Context: an optimization exercise on an open-source flow, tuned for small area and a short achievable clock period. The choices shown serve that exercise and are no tape-out recipe.
RTL that was checked went through simulation tests only; none was proved equivalent to the original.
For run 3, only the layout was checked, not whether the RTL still works.
Power figures rest on the tool's default switching activity, not on a simulated workload. No driver is modelled on the clock port, so clocking that relies on it looks cheaper here than on a real chip.

File: flow/run.sh
#!/bin/bash
# synth_recipe.tcl (not shown) runs the flow's synth.tcl, then flattens the netlist and writes it again
# the make line also repeats each setting of config.mk as NAME=value (left out here)
make -C /OpenROAD-flow-scripts/flow DESIGN_CONFIG=/design/flow/config.mk WORK_HOME=/design/flow/orfs CLKGATE_MAP_FILE= SYNTH_SCRIPT=/design/flow/synth_recipe.tcl finish
File: flow/config.mk
export PLATFORM = sky130hd
export DESIGN_NAME = pipelined_datapath
export DESIGN_NICKNAME = pipelined_datapath
export VERILOG_FILES = /design/flow/design.v
export SDC_FILE = /design/flow/constraint.sdc
export NUM_CORES = 4
export LEC_CHECK = 0
export CAP_MARGIN = 20
export CORE_MARGIN = 2
export CORE_UTILIZATION = 55
export SETUP_SLACK_MARGIN = 3.5
export SLEW_MARGIN = 20
File: flow/constraint.sdc
create_clock -name core_clock -period 8.0 [get_ports {clk}]
set_input_delay 1.6000 -clock core_clock [delete_from_list [all_inputs] [get_ports {clk}]]
set_output_delay 1.6000 -clock core_clock [all_outputs]
set_load 0.01 [all_outputs]
File: flow/design.v
package datapath_pkg;
   localparam int DP_WIDTH    = 16;
   localparam int DP_D_ADDR_W = 8;
   localparam int DP_R_ADDR_W = 4;
   localparam logic [3:0] OP_ADD = 4'h1, OP_SUB = 4'h2, OP_AND = 4'h3, OP_OR  = 4'h4,
                          OP_XOR = 4'h5, OP_NOT = 4'h6, OP_PA  = 4'h7, OP_PB  = 4'h8,
                          OP_INC = 4'h9, OP_DEC = 4'hA, OP_SHL = 4'hB, OP_SHR = 4'hC;
endpackage
module dp_hazard_unit (
   input  logic [3:0] rd_addr,
   input  logic [3:0] ex_waddr,
   input  logic       ex_fwd,      
   input  logic       ex_ldw,      
   input  logic [3:0] wb_addr,     
   input  logic       wb_valid,
   output logic       ex_hit,      
   output logic       ld_hit,      
   output logic       wb_hit       
);
   logic ex_eq;
   assign ex_eq  = (ex_waddr == rd_addr);
   assign ex_hit = ex_fwd & ex_eq;
   assign ld_hit = ex_ldw & ex_eq;
   assign wb_hit = wb_valid & (wb_addr == rd_addr);
endmodule
module pipelined_datapath #(
   parameter int WIDTH    = datapath_pkg::DP_WIDTH,
   parameter int D_ADDR_W = datapath_pkg::DP_D_ADDR_W,
   parameter int R_ADDR_W = datapath_pkg::DP_R_ADDR_W,
   parameter bit FORWARD  = 1'b1
) (
   input  logic                clk,
   input  logic                rst_n,
   input  logic                in_valid,
   output logic                in_ready,
   input  logic [D_ADDR_W-1:0] D_addr,
   input  logic                D_wr,
   input  logic                RF_s,
   input  logic                RF_W_en,
   input  logic [R_ADDR_W-1:0] RF_W_addr,
   input  logic [R_ADDR_W-1:0] RF_A_addr,
   input  logic [R_ADDR_W-1:0] RF_B_addr,
   input  logic [3:0]          ALU_sel,
   output logic [WIDTH-1:0]    ALU_A,
   output logic [WIDTH-1:0]    ALU_B,
   output logic [WIDTH-1:0]    ALU_Out,
   output logic                wb_valid,
   output logic [R_ADDR_W-1:0] wb_addr,
   output logic [WIDTH-1:0]    wb_data
);
   localparam int NW = 2**D_ADDR_W;    
   localparam int NR = 2**R_ADDR_W;    
   logic par;
   always_ff @(posedge clk) par <= ~par;
   logic [WIDTH-1:0]    ex_a, ex_b, ex_alu;
   logic                ex_fwd, ex_ldw, ex_wr, ex_nwr;
   logic [R_ADDR_W-1:0] ex_waddr;
   logic [D_ADDR_W-1:0] ex_daddr, ex_daddr_n;
   logic                wb_valid_q, wb_nvalid_q;
   logic [R_ADDR_W-1:0] wb_addr_q, wb_addr_n_q;
   logic [WIDTH-1:0]    wb_data_q;
   logic [NR*WIDTH-1:0] rf_y;
   logic [NR-1:0]       rf_v;
   logic [NR-1:0]       rf_we, rf_nwe;
   logic [WIDTH-1:0]    rf_wd;
   assign rf_wd = wb_data_q ^ {WIDTH{par}};
   genvar gi, gb;
   generate
      for (gi = 0; gi < NR; gi++) begin : g_rf
         assign rf_we[gi]  = wb_valid_q & (wb_addr_q == R_ADDR_W'(gi));
         assign rf_nwe[gi] = wb_nvalid_q | (~wb_addr_n_q != R_ADDR_W'(gi));
         for (gb = 0; gb < WIDTH; gb++) begin : g_bit
            always_ff @(posedge clk)
               rf_y[gi*WIDTH+gb] <= ~((rf_we[gi] | rf_y[gi*WIDTH+gb]) & (rf_nwe[gi] | rf_wd[gb]));
         end
      end
   endgenerate
   always_ff @(posedge clk or negedge rst_n) begin
      if (!rst_n) rf_v <= '0;
      else        rf_v <= rf_v | rf_we;
   end
   logic [WIDTH-1:0] rf_a, rf_b, fwd_a, fwd_b, rd_alu;
   logic             exa_hit, exb_hit, lda_hit, ldb_hit, wba_hit, wbb_hit;
   logic             stall, take;
   dp_hazard_unit u_haz_a (
      .rd_addr(RF_A_addr), .ex_waddr(ex_waddr), .ex_fwd(ex_fwd), .ex_ldw(ex_ldw),
      .wb_addr(wb_addr_q), .wb_valid(wb_valid_q),
      .ex_hit(exa_hit), .ld_hit(lda_hit), .wb_hit(wba_hit));
   dp_hazard_unit u_haz_b (
      .rd_addr(RF_B_addr), .ex_waddr(ex_waddr), .ex_fwd(ex_fwd), .ex_ldw(ex_ldw),
      .wb_addr(wb_addr_q), .wb_valid(wb_valid_q),
      .ex_hit(exb_hit), .ld_hit(ldb_hit), .wb_hit(wbb_hit));
   assign stall    = lda_hit | ldb_hit;
   assign in_ready = ~stall;
   assign take     = in_valid & ~stall;
   assign rf_a = {WIDTH{rf_v[RF_A_addr]}} & (rf_y[RF_A_addr*WIDTH +: WIDTH] ^ {WIDTH{par}});
   assign rf_b = {WIDTH{rf_v[RF_B_addr]}} & (rf_y[RF_B_addr*WIDTH +: WIDTH] ^ {WIDTH{par}});
   always_comb begin
      if (exa_hit)      fwd_a = ex_alu;
      else if (wba_hit) fwd_a = wb_data_q;
      else              fwd_a = rf_a;
      if (exb_hit)      fwd_b = ex_alu;
      else if (wbb_hit) fwd_b = wb_data_q;
      else              fwd_b = rf_b;
   end
   logic       d_add, d_bsel, d_binv, d_cin, d_shl, d_shr;
   logic [3:0] d_lut;
   always_comb begin
      d_add = 1'b0; d_bsel = 1'b0; d_binv = 1'b0; d_cin = 1'b0;
      d_shl = 1'b0; d_shr = 1'b0; d_lut = 4'b0000;
      case (ALU_sel)
         datapath_pkg::OP_ADD: begin d_add = 1'b1; d_bsel = 1'b1; end
         datapath_pkg::OP_SUB: begin d_add = 1'b1; d_bsel = 1'b1; d_binv = 1'b1; d_cin = 1'b1; end
         datapath_pkg::OP_INC: begin d_add = 1'b1; d_cin = 1'b1; end
         datapath_pkg::OP_DEC: begin d_add = 1'b1; d_binv = 1'b1; end
         datapath_pkg::OP_AND: d_lut = 4'b1000;
         datapath_pkg::OP_OR:  d_lut = 4'b1110;
         datapath_pkg::OP_XOR: d_lut = 4'b0110;
         datapath_pkg::OP_NOT: d_lut = 4'b0011;
         datapath_pkg::OP_PA:  d_lut = 4'b1100;
         datapath_pkg::OP_PB:  d_lut = 4'b1010;
         datapath_pkg::OP_SHL: d_shl = 1'b1;
         datapath_pkg::OP_SHR: d_shr = 1'b1;
         default: ;
      endcase
   end
   logic [WIDTH-1:0] bop, sum, lut_r;
   logic [WIDTH:0]   sum_c;
   assign bop   = ({WIDTH{d_bsel}} & fwd_b) ^ {WIDTH{d_binv}};
   assign sum_c = {fwd_a, d_cin} + {bop, d_cin};
   assign sum   = sum_c[WIDTH:1];
   always_comb begin
      for (int i = 0; i < WIDTH; i++)
         lut_r[i] = d_lut[{fwd_a[i], fwd_b[i]}];
   end
   assign rd_alu = ({WIDTH{d_add}} & sum) | lut_r
                 | ({WIDTH{d_shl}} & {fwd_a[WIDTH-2:0], 1'b0})
                 | ({WIDTH{d_shr}} & {1'b0, fwd_a[WIDTH-1:1]});
   always_ff @(posedge clk or negedge rst_n) begin
      if (!rst_n) begin
         ex_a   <= '0;
         ex_b   <= '0;
         ex_alu <= '0;
         ex_fwd <= 1'b0;
         ex_ldw <= 1'b0;
         ex_wr  <= 1'b0;
         ex_nwr <= 1'b1;
      end else begin
         ex_a   <= take ? fwd_a : '0;
         ex_b   <= take ? fwd_b : '0;
         ex_alu <= take ? rd_alu : '0;
         ex_fwd <= take & RF_W_en & RF_s;
         ex_ldw <= take & RF_W_en & ~RF_s;
         ex_wr  <= take & D_wr;
         ex_nwr <= ~(take & D_wr);
      end
   end
   always_ff @(posedge clk) begin
      ex_waddr   <= RF_W_addr;
      ex_daddr   <= D_addr;
      ex_daddr_n <= ~D_addr;
   end
   assign ALU_A   = ex_a;
   assign ALU_B   = ex_b;
   assign ALU_Out = ex_alu;
   logic [NW*WIDTH-1:0] mem_y;
   logic [NW-1:0]       m_sel, m_we, m_nwe;
   logic [15:0]         hi, lo, hi_n, lo_n;
   logic [WIDTH-1:0]    m_wd, m_rd;
   assign hi   = 16'd1 << ex_daddr[7:4];
   assign lo   = 16'd1 << ex_daddr[3:0];
   assign hi_n = 16'd1 << ~ex_daddr_n[7:4];
   assign lo_n = 16'd1 << ~ex_daddr_n[3:0];
   assign m_wd = ex_a ^ {WIDTH{par}};
   generate
      for (gi = 0; gi < NW; gi++) begin : g_mem
         assign m_sel[gi] = hi[gi/16] & lo[gi%16];
         assign m_we[gi]  = ex_wr & m_sel[gi];
         assign m_nwe[gi] = ex_nwr | ~(hi_n[gi/16] & lo_n[gi%16]);
         for (gb = 0; gb < WIDTH; gb++) begin : g_bit
            always_ff @(posedge clk)
               mem_y[gi*WIDTH+gb] <= ~((m_we[gi] | mem_y[gi*WIDTH+gb]) & (m_nwe[gi] | m_wd[gb]));
         end
      end
   endgenerate
   always_comb begin
      m_rd = '0;
      for (int i = 0; i < NW; i++)
         m_rd = m_rd | ({WIDTH{m_sel[i]}} & mem_y[i*WIDTH +: WIDTH]);
      m_rd = m_rd ^ {WIDTH{par}};
   end
   always_ff @(posedge clk or negedge rst_n) begin
      if (!rst_n) begin
         wb_valid_q  <= 1'b0;
         wb_nvalid_q <= 1'b1;
         wb_addr_q   <= '0;
         wb_data_q   <= '0;
      end else begin
         wb_valid_q  <= ex_fwd | ex_ldw;
         wb_nvalid_q <= ~(ex_fwd | ex_ldw);
         wb_addr_q   <= (ex_fwd | ex_ldw) ? ex_waddr : '0;
         wb_data_q   <= ({WIDTH{ex_fwd}} & ex_alu) | ({WIDTH{ex_ldw}} & m_rd);
      end
   end
   always_ff @(posedge clk) wb_addr_n_q <= ~ex_waddr;
   assign wb_valid = wb_valid_q;
   assign wb_addr  = wb_addr_q;
   assign wb_data  = wb_data_q;
endmodule
==> summary.txt, run 1 <==
Synth Area in Compound Gates -> 25.7%
Die height -> 547 um
Outcome -> stopped before the end
Vias in the first global route -> 205,000
Largest family of logic cells by synthesized area -> compound AO/OA/AOI/OAI gates
Distinct cells, synth -> 78
Stop err -> [ERROR GRT-0116] Global routing finished with congestion. Check the congestion regions in the DRC Viewer.
Synth Area in Simple Gates -> 10.4%
Cts hold-fix bufs -> 0
FP Rows -> 199
Clock Sinks -> 4,467
Largest net degree at the start of global routing -> 139
Synth Area in XOR/XNOR -> 0.591%
Cells after Synth -> 16,400
Area fraction of the dominant cell type after synthesis -> 54.0%
Most used DFF post-synth -> dfxtp_1
Detail Placement HPWL -> 941 mm
GRT Residual Overflow -> 21,000
Clock buffer depth -> 4
Port bufs -> 99
Mapped cell area -> 162,000 um^2
Adder-Cell Fraction of Synth Area -> 0.166%
Cell taking the most area after synthesis -> dfxtp_1
First-pass GRT wire length -> 2130 mm
Clock root buffer -> clkbuf_16
Post-synthesis sequential element count -> 4,467
H-tree depth -> 5
GRT Util Overall -> 104%
Syn_area_per_cell -> 9.93 um^2
Global placer's final weighted congestion -> 1.45
Failed at -> global routing (5_1_grt)
Syn Nets -> 16,400
Fraction of registers with async set/reset -> 2.01%
EDFF count, synth -> 0
Starting Density -> 55.3%
IO Pins -> 100
Synth warn -> 1
Mux cell area share after synthesis -> 2.68%
Largest cells by area after synthesis -> dfxtp_1 (54%), o22ai_1 (17%), clkbuf_1 (4.1%)
Inserted Clock Buffers -> 446
Die W -> 547 um
Register area share after synthesis -> 55.3%
-- how the worst max path moves through the flow --
stage	slack, ns	to
2_1_floorplan	2.36	ex_alu[15]
3_3_place_gp	1.17	ex_alu[15]
3_5_place_dp	1.24	ex_alu[15]
4_1_cts	3.16	ex_alu[15]
-- per-layer routing --
layer  global-route usage (%)  overflow
met5                     91.0       429
met4                      102      3676
met3                     98.8      3088
met2                      112      9748
met1                      101      4012
-- power by group through the flow --
| stage | Combinational [mW] | Sequential (mW) | Clock (mW) |
|---|---|---|---|
| 2_1_floorplan | 2.57 | 24.7 | 0 |
| 3_3_place_gp | 4.36 | 25.1 | 0 |
| 3_5_place_dp | 4.46 | 25.2 | 0 |
| 4_1_cts | 4.61 | 24.7 | 21.8 |
-- kinds of logic after synthesis --
| family | Yosys count |
|---|---|
| AOI/OAI and AO/OA | 6204 |
| xor gates and xnor gates | 108 |
| adders and majority gates | 21 |
| buffers and inverters | 2149 |
| DFF | 4467 |
| muxes | 229 |
| and+or+nand+nor | 3178 |
-- cell usage after synthesis, types with 67 or more instances --
cell type  number
nor2_1        315
nor4_1        139
nand3_1      1226
o22ai_1      4526
buf_2         178
a2111oi_0      68
dfxtp_1      4377
clkbuf_1     1790
a32oi_1       294
xor2_1         67
buf_1         130
a22oi_1       656
a21oi_1       127
mux4_2        164
a222oi_1      116
a22o_1        102
dfrtp_1        88
and3_1        462
nand4_1       381
nor3_1         67
nand2_1       378
-- stage by stage --
stage	setup WS, ns	std cells	utilization [%]	instance area, um^2
2_1_floorplan	2.36	16400	-	163000
3_3_place_gp	1.17	19100	57.8	170000
3_5_place_dp	1.24	19100	58.0	170000
4_1_cts	3.16	20000	63.9	188000
-- what timing repair did --
action | 4_1_cts
setup buffers | 62
gates resized for setup | 262
setup endpoints to repair | 39
pin swaps | 68
hold endpoints to repair | 0
cloned | 8
==> run 2: changes to the inputs <==
--- a/flow/design.v
+++ b/flow/design.v
@@ -60,25 +60,19 @@
    logic [R_ADDR_W-1:0] wb_addr_q, wb_addr_n_q;
    logic [WIDTH-1:0]    wb_data_q;
    logic [NR*WIDTH-1:0] rf_y;
-   logic [NR-1:0]       rf_v;
    logic [NR-1:0]       rf_we, rf_nwe;
-   logic [WIDTH-1:0]    rf_wd;
-   assign rf_wd = wb_data_q ^ {WIDTH{par}};
    genvar gi, gb;
    generate
       for (gi = 0; gi < NR; gi++) begin : g_rf
          assign rf_we[gi]  = wb_valid_q & (wb_addr_q == R_ADDR_W'(gi));
          assign rf_nwe[gi] = wb_nvalid_q | (~wb_addr_n_q != R_ADDR_W'(gi));
          for (gb = 0; gb < WIDTH; gb++) begin : g_bit
-            always_ff @(posedge clk)
-               rf_y[gi*WIDTH+gb] <= ~((rf_we[gi] | rf_y[gi*WIDTH+gb]) & (rf_nwe[gi] | rf_wd[gb]));
+            always_ff @(posedge clk or negedge rst_n)
+               if (!rst_n) rf_y[gi*WIDTH+gb] <= 1'b0;
+               else        rf_y[gi*WIDTH+gb] <= (rf_we[gi] & wb_data_q[gb]) | (rf_nwe[gi] & rf_y[gi*WIDTH+gb]);
          end
       end
    endgenerate
-   always_ff @(posedge clk or negedge rst_n) begin
-      if (!rst_n) rf_v <= '0;
-      else        rf_v <= rf_v | rf_we;
-   end
    logic [WIDTH-1:0] rf_a, rf_b, fwd_a, fwd_b, rd_alu;
    logic             exa_hit, exb_hit, lda_hit, ldb_hit, wba_hit, wbb_hit;
    logic             stall, take;
@@ -93,8 +87,8 @@
    assign stall    = lda_hit | ldb_hit;
    assign in_ready = ~stall;
    assign take     = in_valid & ~stall;
-   assign rf_a = {WIDTH{rf_v[RF_A_addr]}} & (rf_y[RF_A_addr*WIDTH +: WIDTH] ^ {WIDTH{par}});
-   assign rf_b = {WIDTH{rf_v[RF_B_addr]}} & (rf_y[RF_B_addr*WIDTH +: WIDTH] ^ {WIDTH{par}});
+   assign rf_a = rf_y[RF_A_addr*WIDTH +: WIDTH];
+   assign rf_b = rf_y[RF_B_addr*WIDTH +: WIDTH];
    always_comb begin
       if (exa_hit)      fwd_a = ex_alu;
       else if (wba_hit) fwd_a = wb_data_q;
@@ -126,7 +120,14 @@
    end
    logic [WIDTH-1:0] bop, sum, lut_r;
    logic [WIDTH:0]   sum_c;
-   assign bop   = ({WIDTH{d_bsel}} & fwd_b) ^ {WIDTH{d_binv}};
+   logic [WIDTH-1:0] binv;
+   assign binv = {WIDTH{d_binv}};
+   always_comb begin
+      if (!d_bsel)      bop = binv;
+      else if (exb_hit) bop = ex_alu ^ binv;
+      else if (wbb_hit) bop = wb_data_q ^ binv;
+      else              bop = rf_b ^ binv;
+   end
    assign sum_c = {fwd_a, d_cin} + {bop, d_cin};
    assign sum   = sum_c[WIDTH:1];
    always_comb begin
@@ -164,29 +165,36 @@
    assign ALU_B   = ex_b;
    assign ALU_Out = ex_alu;
    logic [NW*WIDTH-1:0] mem_y;
-   logic [NW-1:0]       m_sel, m_we, m_nwe;
-   logic [15:0]         hi, lo, hi_n, lo_n;
+   logic [NW-1:0]       m_we, m_nwe;
+   logic [15:0]         hi, lo, hi_n, lo_n, hi_w, hi_nw;
    logic [WIDTH-1:0]    m_wd, m_rd;
    assign hi   = 16'd1 << ex_daddr[7:4];
    assign lo   = 16'd1 << ex_daddr[3:0];
    assign hi_n = 16'd1 << ~ex_daddr_n[7:4];
    assign lo_n = 16'd1 << ~ex_daddr_n[3:0];
+   assign hi_w  = hi & {16{ex_wr}};
+   assign hi_nw = hi_n & {16{~ex_nwr}};
    assign m_wd = ex_a ^ {WIDTH{par}};
    generate
       for (gi = 0; gi < NW; gi++) begin : g_mem
-         assign m_sel[gi] = hi[gi/16] & lo[gi%16];
-         assign m_we[gi]  = ex_wr & m_sel[gi];
-         assign m_nwe[gi] = ex_nwr | ~(hi_n[gi/16] & lo_n[gi%16]);
+         assign m_we[gi]  = hi_w[gi/16] & lo[gi%16];
+         assign m_nwe[gi] = ~(hi_nw[gi/16] & lo_n[gi%16]);
          for (gb = 0; gb < WIDTH; gb++) begin : g_bit
             always_ff @(posedge clk)
                mem_y[gi*WIDTH+gb] <= ~((m_we[gi] | mem_y[gi*WIDTH+gb]) & (m_nwe[gi] | m_wd[gb]));
          end
       end
    endgenerate
-   always_comb begin
+   logic [WIDTH-1:0] rowv [16];
+   always_comb begin
+      for (int r = 0; r < 16; r++) begin
+         rowv[r] = '0;
+         for (int c = 0; c < 16; c++)
+            rowv[r] = rowv[r] | ({WIDTH{lo[c]}} & mem_y[(r*16+c)*WIDTH +: WIDTH]);
+      end
       m_rd = '0;
-      for (int i = 0; i < NW; i++)
-         m_rd = m_rd | ({WIDTH{m_sel[i]}} & mem_y[i*WIDTH +: WIDTH]);
+      for (int r = 0; r < 16; r++)
+         m_rd = m_rd | ({WIDTH{hi[r]}} & rowv[r]);
       m_rd = m_rd ^ {WIDTH{par}};
    end
    always_ff @(posedge clk or negedge rst_n) begin
--- a/flow/config.mk
+++ b/flow/config.mk
@@ -7,6 +7,6 @@
 export LEC_CHECK = 0
 export CAP_MARGIN = 20
 export CORE_MARGIN = 2
-export CORE_UTILIZATION = 55
+export CORE_UTILIZATION = 40
 export SETUP_SLACK_MARGIN = 3.5
 export SLEW_MARGIN = 20
==> run 2 against run 1 <==
Now fails the layout checks on capacitance limit, slew limit. Synthesized cell count fell by 6.4%. Area after synthesis fell by 1.3%.
==> summary.txt, run 2 <==
Largest cells by area after synthesis -> dfxtp_1 (51%), o22ai_1 (16%), a22oi_1 (7.0%) (was dfxtp_1 (54%), o22ai_1 (17%), clkbuf_1 (4.1%))
Count leader, synth -> o22ai_1 (unchanged)
Syn_area_per_cell -> 10.5 um^2 (was 9.93 um^2)
GRT Util Overall -> 41.2%
Arr. time, crit path -> 5.81 ns
Area fraction of the dominant cell type after synthesis -> 51.4% (was 54.0%)
Synth warn -> 2 (was 1)
FMAX -> 203 MHz
Final setup violation count -> 0
CTS tree -> built
Final wirelength -> 884 mm
Top post-synthesis cells by count -> o22ai_1 (4,171), dfxtp_1 (4,121), a22oi_1 (1,491) (was o22ai_1 (4,526), dfxtp_1 (4,377), clkbuf_1 (1,790))
Largest registers -> mem_y x4096, rf_y x256
Initial antenna violation count -> 108
Setup crit end kind -> flop
Starting Density -> 40.2% (was 55.3%)
Fin crit share -> 61.5%
Distinct cells, synth -> 92 (was 78)
Max-Slew Margin vs Limit -> -12.9%
Largest Register -> mem_y
Cell Pwr Density -> 270 nW/um^2
Critical path endpoint -> wb_data_q[14]
Slew @ Worst Pin -> 1.68 ns
Starting DRT DRC Count -> 30,300
Layout area overhead -> 15.5%
Clock Latency Late Sink -> 1.10 ns
TNS Setup -> 0 ns
First-pass GRT wire length -> 1190 mm
Total placed cells including tap cells -> 19,600 (was 19,100)
Cell taking the most area after synthesis -> dfxtp_1 (unchanged)
Post-synthesis sequential element count -> 4,451 (was 4,467)
Inserted Clock Buffers -> 437 (was 446)
Global placer's final weighted congestion -> 1.06 (was 1.45)
Post-route worst setup slack -> 3.08 ns
Startpoint types -> flop
Vias in the first global route -> 142,000
R2r endpoint -> wb_data_q[14]
Fraction of registers with async set/reset -> 7.41% (was 2.01%)
H-tree depth -> 5 (unchanged)
WS Path Type -> flop to flop
Vias per cell -> 7.74
Commonest non-fill, non-tap cell in the layout -> o22ai_1
Commonest non-fill, non-tap cells in the layout -> o22ai_1 (4,169), dfxtp_1 (4,116), a22oi_1 (1,490)
Register area share after synthesis -> 56.6% (was 55.3%)
GRT Residual Overflow -> 0
P_leak -> 71.2 nW
Setup slack, reg-to-reg -> 3.08 ns
Crit-path max FO -> 46
Final hold violation count -> 0
Die ar. -> 406,000 um^2
Clock Sinks -> 4,451 (was 4,467)
Clock Skew -> 0.135 ns
Ratio of cells with drive above 1 in the final layout -> 14.6%
Fin cells -> 20,600
Core area -> 399,000 um^2
VDD IR max -> 0.230 mV
Slew Viols, Final -> 2
Number of remaining DRC errors -> 0
Die height -> 637 um (was 547 um)
Largest net degree at the start of global routing -> 150
Fillers -> 36,900
SO Viols -> capacitance limit, slew limit
Fin crit period -> 4.92 ns
Die W -> 637 um (was 547 um)
Routed vias -> 160,000
Clock root buffer -> clkbuf_16 (unchanged)
Nets -> 14,900
Worst flop-to-flop path startpoint -> ex_daddr[2]
Antenna Nets Post-Route -> 0
FP Rows -> 232 (was 199)
Reg clk slew, reported paths -> 0.07 ns
Clock buffer depth -> 4 (unchanged)
Most used DFF post-synth -> dfxtp_1 (unchanged)
Worst Path Required -> 8.89 ns
Outcome -> failed layout checks (was stopped before the end)
TritonRoute pass-1 iters -> 14
Syn Nets -> 15,400 (was 16,400)
Max cap viols -> 1
Detail Placement HPWL -> 519 mm (was 941 mm)
Port bufs -> 99 (unchanged)
IO Pins -> 100 (unchanged)
WL per Instance -> 42.8 um
EDFF count, synth -> 0 (unchanged)
Setup Slack @ Placement -> 1.51 ns (was 1.24 ns)
Cells after Synth -> 15,300 (was 16,400)
Mapped cell area -> 160,000 um^2 (was 162,000 um^2)
Worst hold path class -> flop to flop
R2R cell count -> 11
RSZ-0062 raised after global routing -> yes
Max reg flops -> 4,096
Critical path origin -> ex_daddr[2]
## run 2: per-stage QoR
stage / power, mW / instance area, um^2 / utilization, % / hold WS (ns)
3_3_place_gp: 28.0 / 168000 / 42.0 / 0.413
6_report: 50.0 / 185000 / 46.4 / 0.427
5_1_grt: 50.7 / 185000 / 46.3 / 0.436
4_1_cts: 49.3 / 184000 / 46.0 / 0.428
3_5_place_dp: 28.0 / 168000 / 42.0 / 0.419
2_1_floorplan: 26.2 / 161000 / - / 0.402
## run 2: worst min-delay path by stage
| stage | cells past startpoint | slack, ns | end | start |
|---|---|---|---|---|
| finish | 1 | 0.43 | mem_y[1807] | mem_y[1807] |
| global route | 1 | 0.44 | mem_y[3223] | mem_y[3223] |
| CTS | 1 | 0.43 | mem_y[2145] | mem_y[2145] |
| detailed placement | 1 | 0.42 | mem_y[4007] | mem_y[4007] |
| global placement | 1 | 0.41 | mem_y[1130] | mem_y[1130] |
| floorplan | 1 | 0.40 | mem_y[1130] | mem_y[1130] |
## run 2: timing repair
| item | CTS | global route |
|---|---|---|
| pin swaps | 12 | 43 |
| gates cloned | 7 | 5 |
| gates resized for setup | 149 | 86 |
| endpoints found under the setup margin | 243 | 128 |
| setup buffers | 30 | 50 |
| hold endpoints to repair | 0 | 0 |
| hold buffers | 0 | 0 |
## run 2: cell families after synthesis
kind of cell | synth area share, %
DFF | 56.6
AOI/OAI and AO/OA | 29.6
buffers and inverters | 4.50
adders and majority gates | 0.169
xor gates and xnor gates | 0.317
muxes | 4.16
and+or+nand+nor | 4.67
## run 2: where the power goes
| part | internal, mW | switching [mW] | leakage [nW] | total (mW) |
|---|---|---|---|---|
| Sequential | 23.3 | 0.655 | 39.2 | 23.9 |
| Combinational | 1.30 | 2.91 | 24.5 | 4.21 |
| Clock | 12.4 | 9.52 | 7.42 | 21.9 |
| Total | 36.9 | 13.1 | 71.2 | 50.0 |
## run 2: worst max-delay path, cell delays in order, from the launching register on
cell and delay, ns:
dfxtp_4 0.41, buf_4 0.21, bufbuf_16 0.43, or3b_1 0.72
buf_4 0.44, nor2_1 0.09, a221o_1 0.31, o41ai_4 0.77
o2111ai_1 0.31, or4_1 0.68, o21ai_0 0.19, o311ai_1 0.12
## run 2: routing by layer
layer  routed length, um  vias to the layer above  track usage (%)  part of all wire, %
li1                    -                    60200                -                    -
met1              305000                    78200             49.2                   35
met2              337000                    16500             54.1                   38
met3              152000                     4671             21.6                   17
met4               87400                       76             33.1                  9.9
met5                1450                        -             3.45                 0.16
## run 2: area by class of cell
class	instances	area [um^2]	share of cell area, %
repair buffers	791	7450	4.02
inverters	39	166	0.0898
diodes	176	440	0.238
clock inverters	147	1860	1.00
well taps	5265	6590	3.56
flip-flops and latches	4451	90800	49.0
multi-input cells	9111	64800	35.0
clock buffers	653	13100	7.10
==> run 3: changes to the inputs <==
--- a/flow/design.v
+++ b/flow/design.v
@@ -53,8 +53,11 @@
    logic par;
    always_ff @(posedge clk) par <= ~par;
    logic [WIDTH-1:0]    ex_a, ex_b, ex_alu;
+   logic [8:0]          ex_res_lo;             
+   logic [6:0]          ex_xp, ex_xg, ex_xP, ex_xgl;   
    logic                ex_fwd, ex_ldw, ex_wr, ex_nwr;
-   logic [R_ADDR_W-1:0] ex_waddr;
+   logic [R_ADDR_W-1:0] ex_waddr, ld_waddr_n;
+   logic [15:0]         rs_hi, rs_lo;          
    logic [D_ADDR_W-1:0] ex_daddr, ex_daddr_n;
    logic                wb_valid_q, wb_nvalid_q;
    logic [R_ADDR_W-1:0] wb_addr_q, wb_addr_n_q;
@@ -73,7 +76,7 @@
          end
       end
    endgenerate
-   logic [WIDTH-1:0] rf_a, rf_b, fwd_a, fwd_b, rd_alu;
+   logic [WIDTH-1:0] rf_a, rf_b, fwd_a, fwd_b;
    logic             exa_hit, exb_hit, lda_hit, ldb_hit, wba_hit, wbb_hit;
    logic             stall, take;
    dp_hazard_unit u_haz_a (
@@ -84,7 +87,7 @@
       .rd_addr(RF_B_addr), .ex_waddr(ex_waddr), .ex_fwd(ex_fwd), .ex_ldw(ex_ldw),
       .wb_addr(wb_addr_q), .wb_valid(wb_valid_q),
       .ex_hit(exb_hit), .ld_hit(ldb_hit), .wb_hit(wbb_hit));
-   assign stall    = lda_hit | ldb_hit;
+   assign stall    = ex_ldw & ((~ld_waddr_n == RF_A_addr) | (~ld_waddr_n == RF_B_addr));
    assign in_ready = ~stall;
    assign take     = in_valid & ~stall;
    assign rf_a = rf_y[RF_A_addr*WIDTH +: WIDTH];
@@ -118,8 +121,8 @@
          default: ;
       endcase
    end
-   logic [WIDTH-1:0] bop, sum, lut_r;
-   logic [WIDTH:0]   sum_c;
+   logic [WIDTH-1:0] bop, lut_r, oth, g0, p0, sum;
+   logic [WIDTH-1:0] gl [4], pl [4];
    logic [WIDTH-1:0] binv;
    assign binv = {WIDTH{d_binv}};
    always_comb begin
@@ -128,20 +131,52 @@
       else if (wbb_hit) bop = wb_data_q ^ binv;
       else              bop = rf_b ^ binv;
    end
-   assign sum_c = {fwd_a, d_cin} + {bop, d_cin};
-   assign sum   = sum_c[WIDTH:1];
+   assign g0 = fwd_a & bop;
+   assign p0 = fwd_a ^ bop;
+   always_comb begin
+      gl[0] = g0;
+      pl[0] = p0;
+      gl[0][0] = g0[0] | (p0[0] & d_cin);
+      for (int l = 1; l < 4; l++) begin
+         for (int i = 0; i < WIDTH; i++) begin
+            if (i >= (1 << (l-1))) begin
+               gl[l][i] = gl[l-1][i] | (pl[l-1][i] & gl[l-1][i - (1 << (l-1))]);
+               pl[l][i] = pl[l-1][i] & pl[l-1][i - (1 << (l-1))];
+            end else begin
+               gl[l][i] = gl[l-1][i];
+               pl[l][i] = pl[l-1][i];
+            end
+         end
+      end
+      sum[0] = p0[0] ^ d_cin;
+      for (int i = 1; i < WIDTH; i++) sum[i] = p0[i] ^ gl[3][i-1];   
+   end
    always_comb begin
       for (int i = 0; i < WIDTH; i++)
          lut_r[i] = d_lut[{fwd_a[i], fwd_b[i]}];
    end
-   assign rd_alu = ({WIDTH{d_add}} & sum) | lut_r
-                 | ({WIDTH{d_shl}} & {fwd_a[WIDTH-2:0], 1'b0})
-                 | ({WIDTH{d_shr}} & {1'b0, fwd_a[WIDTH-1:1]});
+   assign oth = lut_r
+              | ({WIDTH{d_shl}} & {fwd_a[WIDTH-2:0], 1'b0})
+              | ({WIDTH{d_shr}} & {1'b0, fwd_a[WIDTH-1:1]});
+   always_ff @(posedge clk or negedge rst_n) begin
+      if (!rst_n) begin
+         ex_res_lo <= '0;
+         ex_xp     <= '0;
+         ex_xg     <= '0;
+         ex_xgl    <= '0;
+      end else begin
+         ex_res_lo <= !take ? '0 : d_add ? sum[8:0] : oth[8:0];
+         ex_xp     <= !take ? '0 : d_add ? p0[15:9] : oth[15:9];
+         ex_xg     <= (take & d_add) ? gl[3][14:8] : '0;
+         ex_xgl    <= (take & d_add) ? gl[3][6:0]  : '0;
+      end
+   end
+   always_ff @(posedge clk) ex_xP <= pl[3][14:8];
+   assign ex_alu = {ex_xp ^ (ex_xg | (ex_xP & ex_xgl)), ex_res_lo};
    always_ff @(posedge clk or negedge rst_n) begin
       if (!rst_n) begin
          ex_a   <= '0;
          ex_b   <= '0;
-         ex_alu <= '0;
          ex_fwd <= 1'b0;
          ex_ldw <= 1'b0;
          ex_wr  <= 1'b0;
@@ -149,7 +184,6 @@
       end else begin
          ex_a   <= take ? fwd_a : '0;
          ex_b   <= take ? fwd_b : '0;
-         ex_alu <= take ? rd_alu : '0;
          ex_fwd <= take & RF_W_en & RF_s;
          ex_ldw <= take & RF_W_en & ~RF_s;
          ex_wr  <= take & D_wr;
@@ -160,6 +194,9 @@
       ex_waddr   <= RF_W_addr;
       ex_daddr   <= D_addr;
       ex_daddr_n <= ~D_addr;
+      ld_waddr_n <= ~RF_W_addr;
+      rs_hi      <= 16'd1 << D_addr[7:4];
+      rs_lo      <= 16'd1 << D_addr[3:0];
    end
    assign ALU_A   = ex_a;
    assign ALU_B   = ex_b;
@@ -190,11 +227,11 @@
       for (int r = 0; r < 16; r++) begin
          rowv[r] = '0;
          for (int c = 0; c < 16; c++)
-            rowv[r] = rowv[r] | ({WIDTH{lo[c]}} & mem_y[(r*16+c)*WIDTH +: WIDTH]);
+            rowv[r] = rowv[r] | ({WIDTH{rs_lo[c]}} & mem_y[(r*16+c)*WIDTH +: WIDTH]);
       end
       m_rd = '0;
       for (int r = 0; r < 16; r++)
-         m_rd = m_rd | ({WIDTH{hi[r]}} & rowv[r]);
+         m_rd = m_rd | ({WIDTH{rs_hi[r]}} & rowv[r]);
       m_rd = m_rd ^ {WIDTH{par}};
    end
    always_ff @(posedge clk or negedge rst_n) begin
==> flow/flow/run.sh (new file) <==
#!/bin/bash
# The standard ORFS layout (the standard.sh), with clock tree synthesis
# run without dummy loads. Make's full output goes to flow_make.log here.
set -euo pipefail
bash standard.sh \
  "CTS_ARGS=-sink_clustering_enable -repair_clock_nets -dont_use_dummy_load -sink_clustering_size 30 -sink_clustering_max_diameter 150" \
  finish > flow_make.log 2>&1
==> flow/standard.sh (new file) <==
#!/bin/bash
# synth_recipe.tcl (not shown) runs the flow's synth.tcl, then flattens the netlist and writes it again
# the make line also repeats each setting of config.mk as NAME=value (left out here)
make -C /OpenROAD-flow-scripts/flow DESIGN_CONFIG=/design/flow/config.mk WORK_HOME=/design/flow/orfs CLKGATE_MAP_FILE= SYNTH_SCRIPT=/design/flow/synth_recipe.tcl "${@:-finish}"
--- a/flow/config.mk
+++ b/flow/config.mk
@@ -7,6 +7,8 @@
 export LEC_CHECK = 0
 export CAP_MARGIN = 20
 export CORE_MARGIN = 2
-export CORE_UTILIZATION = 40
-export SETUP_SLACK_MARGIN = 3.5
+export CORE_UTILIZATION = 48
+export CTS_CLUSTER_DIAMETER = 150
+export CTS_CLUSTER_SIZE = 30
+export SETUP_SLACK_MARGIN = 4.2
 export SLEW_MARGIN = 20
removed: flow/run.sh
==> run 3 against run 2 <==
Sequential power about the same. Via count down 7.0%. Largest cell class unchanged. Area after synthesis down 1.3%. Synthesized cell count down 1.4%. Now clean on timing, DRC and antenna. Sequential share of layout area up 4.4 points. Critical path depth down 5. Design area down 6.9%. Core utilization up 6.2 points. Combinational power down 18%. Non-clock buffer count down 28.
==> summary.txt, run 3 <==
Global placer's final weighted congestion -> 0.955 (was 1.06)
Die ar. -> 334,000 um^2 (was 406,000 um^2)
Commonest non-fill, non-tap cells in the layout -> dfxtp_1 (4,145), o22ai_1 (4,127), a22oi_1 (1,286) (was o22ai_1 (4,169), dfxtp_1 (4,116), a22oi_1 (1,490))
Count leader, synth -> dfxtp_1 (was o22ai_1)
GRT Util Overall -> 42.7% (was 41.2%)
Distinct cells, synth -> 62 (was 92)
Final setup violation count -> 0 (unchanged)
Arr. time, crit path -> 2.61 ns (was 5.81 ns)
Layout area overhead -> 8.99% (was 15.5%)
FP Rows -> 210 (was 232)
Vias per cell -> 7.91 (was 7.74)
Post-synthesis sequential element count -> 4,508 (was 4,451)
Largest registers -> mem_y x4096, rf_y x256 (unchanged)
Most used DFF post-synth -> dfxtp_1 (unchanged)
Reg clk slew, reported paths -> 0.04 ns (was 0.07 ns)
Max cap viols -> 0 (was 1)
Crit-path max FO -> 3 (was 46)
Die W -> 578 um (was 637 um)
WS Path Type -> input pin to primary output (was flop to flop)
Setup crit end kind -> primary output (was flop)
Core area -> 328,000 um^2 (was 399,000 um^2)
Max-Slew Margin vs Limit -> 7.46% (was -12.9%)
EDFF count, synth -> 0 (unchanged)
Cell Pwr Density -> 225 nW/um^2 (was 270 nW/um^2)
Worst hold path class -> flop to flop (unchanged)
Setup Slack @ Placement -> 1.89 ns (was 1.51 ns)
FMAX -> 237 MHz (was 203 MHz)
Multi-input logic area -> 62,400 um^2 (was 64,800 um^2)
Antenna Nets Post-Route -> 0 (unchanged)
Clock root buffer -> clkbuf_16 (unchanged)
Largest cells by area after synthesis -> dfxtp_1 (53%), o22ai_1 (16%), a22oi_1 (6.2%) (was dfxtp_1 (51%), o22ai_1 (16%), a22oi_1 (7.0%))
Slew @ Worst Pin -> 1.38 ns (was 1.68 ns)
Cts hold-fix bufs -> 0 (unchanged)
H-tree depth -> 4 (was 5)
Commonest non-fill, non-tap cell in the layout -> dfxtp_1 (was o22ai_1)
Nets -> 14,400 (was 14,900)
Slew Viols, Final -> 0 (was 2)
Largest net degree at the start of global routing -> 177 (was 150)
Register area share after synthesis -> 58.1% (was 56.6%)
Clock Skew -> 0.134 ns (was 0.135 ns)
Clock buffer depth -> 4 (unchanged)
Worst Path Required -> 6.40 ns (was 8.89 ns)
CTS tree -> built (unchanged)
Max reg flops -> 4,096 (unchanged)
Area fraction of the dominant cell type after synthesis -> 52.7% (was 51.4%)
Fin crit share -> 52.6% (was 61.5%)
Inserted Clock Buffers -> 173 (was 437)
Post-route worst setup slack -> 3.79 ns (was 3.08 ns)
Fin crit period -> 4.21 ns (was 4.92 ns)
TNS Setup -> 0 ns (unchanged)
Clock Sinks -> 4,508 (was 4,451)
Detail Placement HPWL -> 430 mm (was 519 mm)
Port bufs -> 99 (unchanged)
Routed vias -> 149,000 (was 160,000)
WL per Instance -> 40.0 um (was 42.8 um)
Cells after Synth -> 15,100 (was 15,300)
Syn Nets -> 15,100 (was 15,400)
Final hold violation count -> 0 (unchanged)
Fraction of registers with async set/reset -> 7.63% (was 7.41%)
Startpoint types -> input pin (was flop)
Synth warn -> 4 (was 2)
GRT Residual Overflow -> 0 (unchanged)
First-pass GRT wire length -> 1040 mm (was 1190 mm)
Register Area -> 92,100 um^2 (was 90,800 um^2)
RSZ-0062 raised after global routing -> yes (unchanged)
Final wirelength -> 750 mm (was 884 mm)
Mapped cell area -> 158,000 um^2 (was 160,000 um^2)
Largest Register -> mem_y (unchanged)
P_leak -> 65.4 nW (was 71.2 nW)
Outcome -> no timing/DRC/antenna violations (was failed layout checks)
Fillers -> 28,600 (was 36,900)
Die height -> 578 um (was 637 um)
TritonRoute pass-1 iters -> 14 (unchanged)
Starting Density -> 48.3% (was 40.2%)
Ratio of cells with drive above 1 in the final layout -> 10.2% (was 14.6%)
VDD IR max -> 0.182 mV (was 0.230 mV)
Cell taking the most area after synthesis -> dfxtp_1 (unchanged)
Initial antenna violation count -> 53 (was 108)
Top post-synthesis cells by count -> dfxtp_1 (4,164), o22ai_1 (4,131), clkbuf_1 (1,472) (was o22ai_1 (4,171), dfxtp_1 (4,121), a22oi_1 (1,491))
IO Pins -> 100 (unchanged)
Starting DRT DRC Count -> 24,100 (was 30,300)
Hold WS -> 0.436 ns (was 0.427 ns)
Clock Latency Late Sink -> 1.00 ns (was 1.10 ns)
Number of remaining DRC errors -> 0 (unchanged)
Vias in the first global route -> 140,000 (was 142,000)
Syn_area_per_cell -> 10.5 um^2 (about the same)
run 3: layout make-up:
cell class,count,share of cell area (%)
well taps,4346,3.15
flip-flops and latches,4508,53.4
diodes,54,0.0784
multi-input cells,8893,36.2
repair buffers,763,4.61
clock buffers,173,2.51
inverters,32,0.0697
run 3: report_power, final:
| group | switching, mW | internal [mW] |
|---|---|---|
| Sequential | 0.683 | 23.5 |
| Clock | 7.14 | 3.93 |
| Combinational | 2.22 | 1.22 |
| Total | 10.0 | 28.7 |
run 3: worst max-delay path, cell delays in order:
cell and delay [ns]:
buf_2 0.17, buf_12 0.16, xnor2_4 0.17, nor4_4 0.05
o21ai_2 0.27, buf_2 0.19
run 3: per-stage QoR:
stage          util, %  area [um^2]  std cells  power, mW
2_1_floorplan        -       158000      15100       26.3
3_3_place_gp      49.9       163000      18300       27.5
3_5_place_dp      49.9       163000      18300       27.7
4_1_cts           52.1       171000      18600       38.3
5_1_grt           52.6       172000      18700       39.6
6_report          52.6       172000      18800       38.7
run 3: routing by layer:
layer	share of wire (%)	GRT usage (%)	vias to the layer above
li1	-	-	58300
met5	0.12	0.624	-
met2	41	60.9	13200
met4	8.4	30.0	46
met3	15	15.3	3368
met1	36	53.6	73600
run 3: kinds of logic after synthesis:
family	after synthesis	synth area share, %
simple gates	1588	4.64
xor+xnor	87	0.482
fa+ha+maj	22	0.183
compound gates	7002	30.2
flops	4508	58.1
mux	192	2.29
buf+inv	1698	4.10
run 3: timing repair:
item,CTS,global route
gates resized for setup,454,188
pin swaps,91,116
setup buffers,105,70
gates cloned,14,2
hold endpoints to repair,0,0
endpoints found under the setup margin,185,403
run 3: worst paths after layout:
path / startpoint / to / slack [ns] / cells after the start
min in group asynchronous: rst_n / ex_ldw / 0.64 / 1
max in group asynchronous: rst_n / rf_y[2] / 5.71 / 2
worst max register to register: rs_lo[15] / wb_data_q[14] / 3.95 / 10
worst max-delay path: RF_B_addr[2] / in_ready / 3.79 / 6
worst min register to register: mem_y[1171] / mem_y[1171] / 0.44 / 1
worst min-delay path: mem_y[1171] / mem_y[1171] / 0.44 / 1
==> run 4: changes to the inputs <==
--- a/flow/design.v
+++ b/flow/design.v
@@ -63,19 +63,22 @@
    logic [R_ADDR_W-1:0] wb_addr_q, wb_addr_n_q;
    logic [WIDTH-1:0]    wb_data_q;
    logic [NR*WIDTH-1:0] rf_y;
-   logic [NR-1:0]       rf_we, rf_nwe;
+   logic [NR-1:0]       rf_we, rf_nwe, rf_v;
    genvar gi, gb;
    generate
       for (gi = 0; gi < NR; gi++) begin : g_rf
          assign rf_we[gi]  = wb_valid_q & (wb_addr_q == R_ADDR_W'(gi));
          assign rf_nwe[gi] = wb_nvalid_q | (~wb_addr_n_q != R_ADDR_W'(gi));
          for (gb = 0; gb < WIDTH; gb++) begin : g_bit
-            always_ff @(posedge clk or negedge rst_n)
-               if (!rst_n) rf_y[gi*WIDTH+gb] <= 1'b0;
-               else        rf_y[gi*WIDTH+gb] <= (rf_we[gi] & wb_data_q[gb]) | (rf_nwe[gi] & rf_y[gi*WIDTH+gb]);
+            always_ff @(posedge clk)
+               rf_y[gi*WIDTH+gb] <= (rf_we[gi] & wb_data_q[gb]) | (rf_nwe[gi] & rf_y[gi*WIDTH+gb]);
          end
       end
    endgenerate
+   always_ff @(posedge clk or negedge rst_n) begin
+      if (!rst_n) rf_v <= '0;
+      else        rf_v <= rf_v | rf_we;
+   end
    logic [WIDTH-1:0] rf_a, rf_b, fwd_a, fwd_b;
    logic             exa_hit, exb_hit, lda_hit, ldb_hit, wba_hit, wbb_hit;
    logic             stall, take;
@@ -90,8 +93,8 @@
    assign stall    = ex_ldw & ((~ld_waddr_n == RF_A_addr) | (~ld_waddr_n == RF_B_addr));
    assign in_ready = ~stall;
    assign take     = in_valid & ~stall;
-   assign rf_a = rf_y[RF_A_addr*WIDTH +: WIDTH];
-   assign rf_b = rf_y[RF_B_addr*WIDTH +: WIDTH];
+   assign rf_a = {WIDTH{rf_v[RF_A_addr]}} & rf_y[RF_A_addr*WIDTH +: WIDTH];
+   assign rf_b = {WIDTH{rf_v[RF_B_addr]}} & rf_y[RF_B_addr*WIDTH +: WIDTH];
    always_comb begin
       if (exa_hit)      fwd_a = ex_alu;
       else if (wba_hit) fwd_a = wb_data_q;
==> flow/flow/run.sh (replaced) <==
#!/bin/bash
# The standard ORFS layout (the standard.sh), with clock tree synthesis
# run without dummy loads. Make's full output goes to flow_make.log here.
set -euo pipefail
bash standard.sh \
  "CTS_ARGS=-sink_clustering_enable -repair_clock_nets -dont_use_dummy_load -sink_clustering_size 24 -sink_clustering_max_diameter 120" \
  finish > flow_make.log 2>&1
--- a/flow/config.mk
+++ b/flow/config.mk
@@ -7,8 +7,8 @@
 export LEC_CHECK = 0
 export CAP_MARGIN = 20
 export CORE_MARGIN = 2
-export CORE_UTILIZATION = 48
-export CTS_CLUSTER_DIAMETER = 150
-export CTS_CLUSTER_SIZE = 30
-export SETUP_SLACK_MARGIN = 4.2
+export CORE_UTILIZATION = 55
+export CTS_CLUSTER_DIAMETER = 120
+export CTS_CLUSTER_SIZE = 24
+export SETUP_SLACK_MARGIN = 3.9
 export SLEW_MARGIN = 20
==> run 4 against run 3 <==
Power increased by 2.0%. Combinational power fell by 6.7%. Non-clock buffer count decreased by 19. First-iteration DRC count decreased by 3.2%. Via count fell by 2.0%. Area after synthesis decreased by 0.81%. Clock-buffer cell count grew 38. Core utilization rose by 7.0 points. Critical path type is now flop to flop. Clock power rose by 8%. Worst hold slack gained 0.0026 ns.
==> summary.txt, run 4 <==
RSZ-0062 raised after global routing -> yes (unchanged)
Max-Slew Margin vs Limit -> 3.63% (was 7.46%)
Synth Area in Simple Gates -> 4.36% (was 4.64%)
Antenna Nets Post-Route -> 0 (unchanged)
Mux cell area share after synthesis -> 2.62% (was 2.29%)
Die W -> 538 um (was 578 um)
Final wirelength -> 733 mm (was 750 mm)
Final setup violation count -> 0 (unchanged)
Commonest non-fill, non-tap cells in the layout -> dfxtp_1 (4,402), o22ai_1 (4,105), a22oi_1 (1,037) (was dfxtp_1 (4,145), o22ai_1 (4,127), a22oi_1 (1,286))
Number of remaining DRC errors -> 0 (unchanged)
Inserted Clock Buffers -> 211 (was 173)
Net Sw Frac -> 25.3% (was 25.9%)
First-pass GRT wire length -> 1010 mm (was 1040 mm)
Most used DFF post-synth -> dfxtp_1 (unchanged)
Mapped cell area -> 157,000 um^2 (was 158,000 um^2)
Starting Density -> 55.2% (was 48.3%)
Port bufs -> 99 (unchanged)
VDD IR max -> 0.222 mV (was 0.182 mV)
Vias in the first global route -> 135,000 (was 140,000)
Int Pwr -> 29.5 mW (was 28.7 mW)
Reg clk slew, reported paths -> 0.09 ns (was 0.04 ns)
Register area share after synthesis -> 58.0% (was 58.1%)
Global placer's final weighted congestion -> 0.964 (was 0.955)
Clock root buffer -> clkbuf_16 (unchanged)
Slew @ Worst Pin -> 1.45 ns (was 1.38 ns)
Cell taking the most area after synthesis -> dfxtp_1 (unchanged)
Count leader, synth -> dfxtp_1 (unchanged)
Core area -> 284,000 um^2 (was 328,000 um^2)
Reg power frac -> 61.5% (was 62.5%)
Largest registers -> mem_y x4096, rf_y x256 (unchanged)
Worst Path Required -> 8.80 ns (was 6.40 ns)
TNS Setup -> 0 ns (unchanged)
GRT Util Overall -> 48.0% (was 42.7%)
Starting DRT DRC Count -> 23,300 (was 24,100)
Arr. time, crit path -> 5.20 ns (was 2.61 ns)
WS Path Type -> flop to flop (was input pin to primary output)
Routed vias -> 146,000 (was 149,000)
Cell Pwr Density -> 233 nW/um^2 (was 225 nW/um^2)
Commonest non-fill, non-tap cell in the layout -> dfxtp_1 (unchanged)
Syn Nets -> 14,900 (was 15,100)
GRT Residual Overflow -> 0 (unchanged)
Nets -> 14,200 (was 14,400)
Max cap viols -> 0 (unchanged)
Startpoint types -> flop (was input pin)
Cts hold-fix bufs -> 0 (unchanged)
Setup crit end kind -> flop (was primary output)
WL per Instance -> 40.8 um (was 40.0 um)
Syn_area_per_cell -> 10.6 um^2 (was 10.5 um^2)
Largest family of logic cells by synthesized area -> compound AO/OA/AOI/OAI gates (unchanged)
Fin crit period -> 4.40 ns (was 4.21 ns)
Die height -> 538 um (was 578 um)
TritonRoute pass-1 iters -> 10 (was 14)
Synth Area in XOR/XNOR -> 0.469% (was 0.482%)
IO Pins -> 100 (unchanged)
Clock Skew -> 0.0832 ns (was 0.134 ns)
Clock Latency Late Sink -> 0.99 ns (was 1.00 ns)
Distinct cells, synth -> 76 (was 62)
Adder-Cell Fraction of Synth Area -> 0.185% (was 0.183%)
FP Rows -> 196 (was 210)
Crit-path max FO -> 30 (was 3)
P_leak -> 64.4 nW (was 65.4 nW)
Fraction of registers with async set/reset -> 2.30% (was 7.63%)
Ratio of cells with drive above 1 in the final layout -> 9.37% (was 10.2%)
Area fraction of the dominant cell type after synthesis -> 56.4% (was 52.7%)
Synth Area in Compound Gates -> 30.2% (about the same)
Max reg flops -> 4,096 (unchanged)
Cells after Synth -> 14,800 (was 15,100)
Layout area overhead -> 8.13% (was 8.99%)
Clock Sinks -> 4,524 (was 4,508)
Initial antenna violation count -> 58 (was 53)
Fin crit share -> 55.0% (was 52.6%)
H-tree depth -> 4 (unchanged)
Outcome -> no timing/DRC/antenna violations (unchanged)
Largest net degree at the start of global routing -> 161 (was 177)
Cell area after layout -> 170,000 um^2 (was 172,000 um^2)
Synth warn -> 4 (unchanged)
Total placed cells including tap cells -> 17,600 (was 18,300)
Largest cells by area after synthesis -> dfxtp_1 (56%), o22ai_1 (16%), a22oi_1 (5.0%) (was dfxtp_1 (53%), o22ai_1 (16%), a22oi_1 (6.2%))
Largest Register -> mem_y (unchanged)
Placement Cell Area -> 162,000 um^2 (was 163,000 um^2)
EDFF count, synth -> 0 (unchanged)
Comb power frac -> 8.1% (was 8.9%)
Clock buffer depth -> 4 (unchanged)
Clock power share -> 30.3% (was 28.6%)
P_sw -> 10.0 mW (about the same)
Detail Placement HPWL -> 421 mm (was 430 mm)
FMAX -> 227 MHz (was 237 MHz)
Post-synthesis sequential element count -> 4,524 (was 4,508)
Vias per cell -> 8.11 (was 7.91)
Fin cells -> 17,900 (was 18,800)
CTS tree -> built (unchanged)
Final hold violation count -> 0 (unchanged)
Slew Viols, Final -> 0 (unchanged)
Worst hold path class -> flop to flop (unchanged)
Top post-synthesis cells by count -> dfxtp_1 (4,420), o22ai_1 (4,108), clkbuf_1 (1,438) (was dfxtp_1 (4,164), o22ai_1 (4,131), clkbuf_1 (1,472))
Die ar. -> 290,000 um^2 (was 334,000 um^2)
-- run 4: kinds of logic after synthesis --
kind of cell               after synthesis
adders and majority gates               22
xor gates and xnor gates                84
and+or+nand+nor                       1441
muxes                                  216
DFF                                   4524
buffers and inverters                 1702
AOI/OAI and AO/OA                     6850
-- run 4: final timing paths --
check	start	endpoint	cells after the start	slack, ns
min in group asynchronous	rst_n	ex_res_lo[1]	1	0.73
worst max-delay path	rs_lo[3]	wb_data_q[4]	10	3.60
max in group asynchronous	rst_n	wb_data_q[2]	2	5.93
worst min-delay path	mem_y[2754]	mem_y[2754]	1	0.44
worst min register to register	mem_y[2754]	mem_y[2754]	1	0.44
worst max register to register	rs_lo[3]	wb_data_q[4]	10	3.60
-- run 4: power by group through the flow --
stage,registers [mW],clock network [mW],logic [mW]
6_report,24.3,12.0,3.21
5_1_grt,24.4,12.7,3.28
4_1_cts,24.3,11.9,2.95
3_5_place_dp,24.8,0,2.84
3_3_place_gp,24.7,0,2.76
2_1_floorplan,24.6,0,1.73
-- run 4: critical path: stages, from the launching register on --
cell and delay (ns):
dfxtp_4 0.48, buf_4 0.22, buf_4 0.32, buf_4 0.36, a22oi_1 0.33, nand4_1 0.19
o21ai_1 0.54, nand4_1 0.71, nor3_4 0.59, xnor2_1 0.20, a22o_1 0.24
-- run 4: cell type report --
cell class / instances / area (um^2)
antenna: 57 / 143
clock buffer: 211 / 5280
fill: 23600 / 115000
inverter: 36 / 138
multi-input combinational: 8613 / 60900
sequential: 4524 / 91200
tap: 3762 / 4710
timing repair buffer: 744 / 7330
-- run 4: timing repair --
action                     CTS  global route
pin swaps                   34            46
cloned                      13             3
setup endpoints to repair   69           118
resized for setup          203            87
buffers inserted            30            62
-- run 4: metal layers --
layer / vias to the layer above / GRT usage [%] / routed length, um
li1: 57600 / - / -
met1: 72000 / 60.7 / 262000
met2: 12800 / 67.3 / 300000
met3: 3223 / 18.2 / 110000
met4: 46 / 33.7 / 60500
met5: - / 0.526 / 419
-- run 4: per-stage QoR --
stage	hold slack [ns]	setup slack, ns	utilization, %	power (mW)
after floorplan	0.407	2.91	-	26.3
after global placement	0.417	1.81	56.8	27.5
after detailed placement	0.428	1.80	56.8	27.6
after CTS	0.440	3.74	59.2	39.1
after global routing	0.446	3.62	59.6	40.4
final	0.439	3.60	59.6	39.5
==> run 5: changes to the inputs <==
--- a/flow/design.v
+++ b/flow/design.v
@@ -53,8 +53,9 @@
    logic par;
    always_ff @(posedge clk) par <= ~par;
    logic [WIDTH-1:0]    ex_a, ex_b, ex_alu;
-   logic [8:0]          ex_res_lo;             
-   logic [6:0]          ex_xp, ex_xg, ex_xP, ex_xgl;   
+   logic [WIDTH-1:0]    ex_xp;                 
+   logic [WIDTH-2:0]    ex_xg;                 
+   logic [WIDTH-2:4]    ex_xP;                 
    logic                ex_fwd, ex_ldw, ex_wr, ex_nwr;
    logic [R_ADDR_W-1:0] ex_waddr, ld_waddr_n;
    logic [15:0]         rs_hi, rs_lo;          
@@ -90,8 +91,8 @@
       .rd_addr(RF_B_addr), .ex_waddr(ex_waddr), .ex_fwd(ex_fwd), .ex_ldw(ex_ldw),
       .wb_addr(wb_addr_q), .wb_valid(wb_valid_q),
       .ex_hit(exb_hit), .ld_hit(ldb_hit), .wb_hit(wbb_hit));
-   assign stall    = ex_ldw & ((~ld_waddr_n == RF_A_addr) | (~ld_waddr_n == RF_B_addr));
-   assign in_ready = ~stall;
+   assign in_ready = ~(ex_ldw & ((~ld_waddr_n == RF_A_addr) | (~ld_waddr_n == RF_B_addr)));
+   assign stall    = lda_hit | ldb_hit;
    assign take     = in_valid & ~stall;
    assign rf_a = {WIDTH{rf_v[RF_A_addr]}} & rf_y[RF_A_addr*WIDTH +: WIDTH];
    assign rf_b = {WIDTH{rf_v[RF_B_addr]}} & rf_y[RF_B_addr*WIDTH +: WIDTH];
@@ -140,7 +141,7 @@
       gl[0] = g0;
       pl[0] = p0;
       gl[0][0] = g0[0] | (p0[0] & d_cin);
-      for (int l = 1; l < 4; l++) begin
+      for (int l = 1; l < 3; l++) begin
          for (int i = 0; i < WIDTH; i++) begin
             if (i >= (1 << (l-1))) begin
                gl[l][i] = gl[l-1][i] | (pl[l-1][i] & gl[l-1][i - (1 << (l-1))]);
@@ -151,8 +152,8 @@
             end
          end
       end
-      sum[0] = p0[0] ^ d_cin;
-      for (int i = 1; i < WIDTH; i++) sum[i] = p0[i] ^ gl[3][i-1];   
+      sum    = p0;
+      sum[0] = p0[0] ^ d_cin;    
    end
    always_comb begin
       for (int i = 0; i < WIDTH; i++)
@@ -163,19 +164,25 @@
               | ({WIDTH{d_shr}} & {1'b0, fwd_a[WIDTH-1:1]});
    always_ff @(posedge clk or negedge rst_n) begin
       if (!rst_n) begin
-         ex_res_lo <= '0;
-         ex_xp     <= '0;
-         ex_xg     <= '0;
-         ex_xgl    <= '0;
+         ex_xp <= '0;
+         ex_xg <= '0;
       end else begin
-         ex_res_lo <= !take ? '0 : d_add ? sum[8:0] : oth[8:0];
-         ex_xp     <= !take ? '0 : d_add ? p0[15:9] : oth[15:9];
-         ex_xg     <= (take & d_add) ? gl[3][14:8] : '0;
-         ex_xgl    <= (take & d_add) ? gl[3][6:0]  : '0;
-      end
-   end
-   always_ff @(posedge clk) ex_xP <= pl[3][14:8];
-   assign ex_alu = {ex_xp ^ (ex_xg | (ex_xP & ex_xgl)), ex_res_lo};
+         ex_xp <= !take ? '0 : d_add ? sum : oth;
+         ex_xg <= (take & d_add) ? gl[2][WIDTH-2:0] : '0;
+      end
+   end
+   always_ff @(posedge clk) ex_xP <= pl[2][WIDTH-2:4];
+   logic [WIDTH-2:0] g3, g4;
+   logic [WIDTH-2:8] p3;
+   always_comb begin
+      for (int i = 0; i < WIDTH-1; i++)
+         g3[i] = (i >= 4) ? (ex_xg[i] | (ex_xP[i] & ex_xg[i-4])) : ex_xg[i];
+      for (int i = 8; i < WIDTH-1; i++)
+         p3[i] = ex_xP[i] & ex_xP[i-4];
+      for (int i = 0; i < WIDTH-1; i++)
+         g4[i] = (i >= 8) ? (g3[i] | (p3[i] & g3[i-8])) : g3[i];
+   end
+   assign ex_alu = ex_xp ^ {g4, 1'b0};
    always_ff @(posedge clk or negedge rst_n) begin
       if (!rst_n) begin
          ex_a   <= '0;
==> run 5 against run 4 <==
Synthesized cell count rose by 0.63%. Global-route usage rose by 0.17 points. Die area rose by 0.14%. Clock skew rose by 0.015 ns. Design area barely moved. Register-to-register slack got worse by 0.05 ns. Clock-buffer cell count did not move. Power rose by 0.44%. Worst hold slack got worse by 0.0042 ns. Critical path type unchanged.
==> summary.txt, run 5 <==
GRT Residual Overflow -> 0 (unchanged)
Final setup violation count -> 0 (unchanged)
R2r endpoint -> wb_data_q[7] (was wb_data_q[4])
RSZ-0062 raised after global routing -> yes (unchanged)
Worst flop-to-flop path startpoint -> rs_lo[1] (was rs_lo[3])
Clock Sinks -> 4,529 (was 4,524)
H-tree depth -> 4 (unchanged)
Die W -> 539 um (was 538 um)
Critical path origin -> rs_lo[1] (was rs_lo[3])
Crit-path max FO -> 41 (was 30)
WS Path Type -> flop to flop (unchanged)
Cell Pwr Density -> 234 nW/um^2 (was 233 nW/um^2)
EDFF count, synth -> 0 (unchanged)
Global placer's final weighted congestion -> 0.965 (was 0.964)
Register Area -> 91,300 um^2 (was 91,200 um^2)
Final core utilization -> 59.6% (about the same)
Fin crit share -> 55.6% (was 55.0%)
Distinct cells, synth -> 75 (was 76)
P_leak -> 64.4 nW (about the same)
Syn Nets -> 15,000 (was 14,900)
TNS Setup -> 0 ns (unchanged)
Inserted Clock Buffers -> 211 (unchanged)
Largest Register -> mem_y (unchanged)
WL per Instance -> 40.9 um (was 40.8 um)
Number of remaining DRC errors -> 0 (unchanged)
Cell taking the most area after synthesis -> dfxtp_1 (unchanged)
Multi-input logic area -> 61,200 um^2 (was 60,900 um^2)
R2R cell count -> 10 (unchanged)
Startpoint types -> flop (unchanged)
Routed vias -> 147,000 (was 146,000)
Commonest non-fill, non-tap cells in the layout -> dfxtp_1 (4,406), o22ai_1 (4,112), a22oi_1 (1,085) (was dfxtp_1 (4,402), o22ai_1 (4,105), a22oi_1 (1,037))
Initial antenna violation count -> 67 (was 58)
Starting Density -> 55.2% (about the same)
FP Rows -> 196 (unchanged)
Arr. time, crit path -> 5.25 ns (was 5.20 ns)
Top post-synthesis cells by count -> dfxtp_1 (4,424), o22ai_1 (4,113), clkbuf_1 (1,432) (was dfxtp_1 (4,420), o22ai_1 (4,108), clkbuf_1 (1,438))
CP max stage cell -> nor4_4 (was nand4_1)
Commonest non-fill, non-tap cell in the layout -> dfxtp_1 (unchanged)
Fin crit period -> 4.45 ns (was 4.40 ns)
Port bufs -> 99 (unchanged)
Core area -> 285,000 um^2 (was 284,000 um^2)
Max cap viols -> 0 (unchanged)
Max-Slew Margin vs Limit -> 7.40% (was 3.63%)
VDD IR max -> 0.210 mV (was 0.222 mV)
Clock buffer depth -> 4 (unchanged)
Setup slack, reg-to-reg -> 3.55 ns (was 3.60 ns)
Cells after Synth -> 14,900 (was 14,800)
Final hold violation count -> 0 (unchanged)
CTS tree -> built (unchanged)
Slew Viols, Final -> 0 (unchanged)
Most used DFF post-synth -> dfxtp_1 (unchanged)
Crit-path cells -> buf_4 > a22o_1 > a221oi_1 > nand3_1 > o21ai_0 > buf_4 > nand4_1 > nor4_4 > xnor2_1 > a22o_1 (was buf_4 > buf_4 > buf_4 > a22oi_1 > nand4_1 > o21ai_1 > nand4_1 > nor3_4 > xnor2_1 > a22o_1)
Largest registers -> mem_y x4096, rf_y x256 (unchanged)
Clock Latency Late Sink -> 0.99 ns (about the same)
Die height -> 539 um (was 538 um)
Antenna Nets Post-Route -> 0 (unchanged)
Synth warn -> 4 (unchanged)
Die ar. -> 290,000 um^2 (about the same)
Clock root buffer -> clkbuf_16 (unchanged)
Clock Skew -> 0.0978 ns (was 0.0832 ns)
Ratio of cells with drive above 1 in the final layout -> 9.34% (was 9.37%)
Cts hold-fix bufs -> 0 (unchanged)
Layout area overhead -> 7.91% (was 8.13%)
TritonRoute pass-1 iters -> 10 (unchanged)
Starting DRT DRC Count -> 23,200 (was 23,300)
Fillers -> 23,600 (about the same)
Vias in the first global route -> 137,000 (was 135,000)
Setup crit end kind -> flop (unchanged)
Crit path max-delay family -> simple AND/OR/NAND/NOR gates (unchanged)
Count leader, synth -> dfxtp_1 (unchanged)
Max reg flops -> 4,096 (unchanged)
Syn_area_per_cell -> 10.5 um^2 (was 10.6 um^2)
Critical path depth -> 10 (unchanged)
IO Pins -> 100 (unchanged)
Nets -> 14,300 (was 14,200)
Slew @ Worst Pin -> 1.39 ns (was 1.45 ns)
FMAX -> 225 MHz (was 227 MHz)
Vias per cell -> 8.14 (was 8.11)
Worst Path Required -> 8.80 ns (about the same)
Register area share after synthesis -> 58.0% (about the same)
Crit path buf inv count -> 2 (was 3)
Largest net degree at the start of global routing -> 193 (was 161)
Worst hold path class -> flop to flop (unchanged)
Mapped cell area -> 157,000 um^2 (about the same)
Reg clk slew, reported paths -> 0.10 ns (was 0.09 ns)
Area fraction of the dominant cell type after synthesis -> 56.4% (about the same)
Critical path endpoint -> wb_data_q[7] (was wb_data_q[4])
First-pass GRT wire length -> 1030 mm (was 1010 mm)
Final wirelength -> 737 mm (was 733 mm)
Detail Placement HPWL -> 429 mm (was 421 mm)
Post-synthesis sequential element count -> 4,529 (was 4,524)
Outcome -> no timing/DRC/antenna violations (unchanged)
GRT Util Overall -> 48.2% (was 48.0%)
Fraction of registers with async set/reset -> 2.32% (was 2.30%)
CP peak stage delay -> 0.94 ns (was 0.71 ns)
Largest cells by area after synthesis -> dfxtp_1 (56%), o22ai_1 (16%), a22oi_1 (5.2%) (was dfxtp_1 (56%), o22ai_1 (16%), a22oi_1 (5.0%))
[run 5: cell types whose count changed in the layout (fill, tap and decap cells not counted), sizes merged, moves of 10 or more]
cell / change
a221oi: -26
mux2i: -13
o21ai: +24
a22oi: +38
a22o: -17
a221o: -13
a211oi: +18
nand3: +20
diode: -11
nand2: +40
nor2: +35
and3: -10
buf: -26
[run 5: stage by stage]
stage,total power [mW],worst slack [ns],area (um^2),hold slack (ns),instances
3_3_place_gp,27.7,1.86,162000,0.417,17700
4_1_cts,39.2,3.68,168000,0.434,17900
6_report,39.7,3.55,170000,0.435,18000
5_1_grt,40.5,3.77,169000,0.442,18000
3_5_place_dp,27.8,1.89,162000,0.427,17700
2_1_floorplan,26.4,3.25,157000,0.406,14900
[run 5: final cells by class]
cell class	instances	share of cell area, %
multi-input combinational	8707	36.1
sequential	4529	53.8
antenna	46	0.0679
clock buffer	211	3.11
inverter	39	0.0878
tap	3762	2.78
timing repair buffer	716	4.06
[run 5: cells by family after synthesis]
kind of cell / count (synthesis) / synth area share [%]
compound gates: 6895 / 30.3
flops: 4529 / 58.0
buf+inv: 1697 / 4.11
simple gates: 1505 / 4.47
mux: 199 / 2.46
xor+xnor: 87 / 0.485
fa+ha+maj: 21 / 0.172
[run 5: timing repair]
action                     4_1_cts  5_1_grt
resized for setup              174       92
setup buffers                   29       41
cloned                           7        6
setup endpoints to repair       77       39
pin swaps                       27       46
[run 5: worst min-delay path by stage]
stage	cells after the start	startpoint	slack, ns	end
CTS	1	mem_y[2349]	0.43	mem_y[2349]
global route	1	mem_y[2545]	0.44	mem_y[2545]
finish	1	mem_y[2349]	0.43	mem_y[2349]
floorplan	1	ex_waddr[3]	0.41	wb_addr_n_q[3]
global placement	1	mem_y[2379]	0.42	mem_y[2379]
detailed placement	1	mem_y[1377]	0.43	mem_y[1377]
[run 5: metal layers]
| layer | wire length [um] | GRT usage, % |
|---|---|---|
| met1 | 263000 | 60.4 |
| met2 | 297000 | 67.4 |
| met3 | 114000 | 19.4 |
| met4 | 62100 | 33.6 |
| met5 | 1030 | 0.510 |
[run 5: report_power, final]
part	switching (mW)	leakage (nW)	internal (mW)	total, mW
clock network	7.31	2.60	4.72	12.0
logic	2.13	23.3	1.18	3.31
registers	0.688	38.5	23.6	24.3
[run 5: worst reg2reg max path: stages (launching register included)]
cell and delay [ns]:
dfxtp_4 0.62, buf_4 0.47, a22o_1 0.34, a221oi_1 0.26, nand3_1 0.15, o21ai_0 0.24
buf_4 0.18, nand4_1 0.68, nor4_4 0.96, xnor2_1 0.17, a22o_1 0.21

Setup slack of run 5, layout unchanged: 3.554 ns with ideal ports, 3.554 ns with driving cells assumed (clock clkbuf_16, inputs buf_2), 2.817 ns with port delays also shifted by the 1.048 ns mid clock arrival.
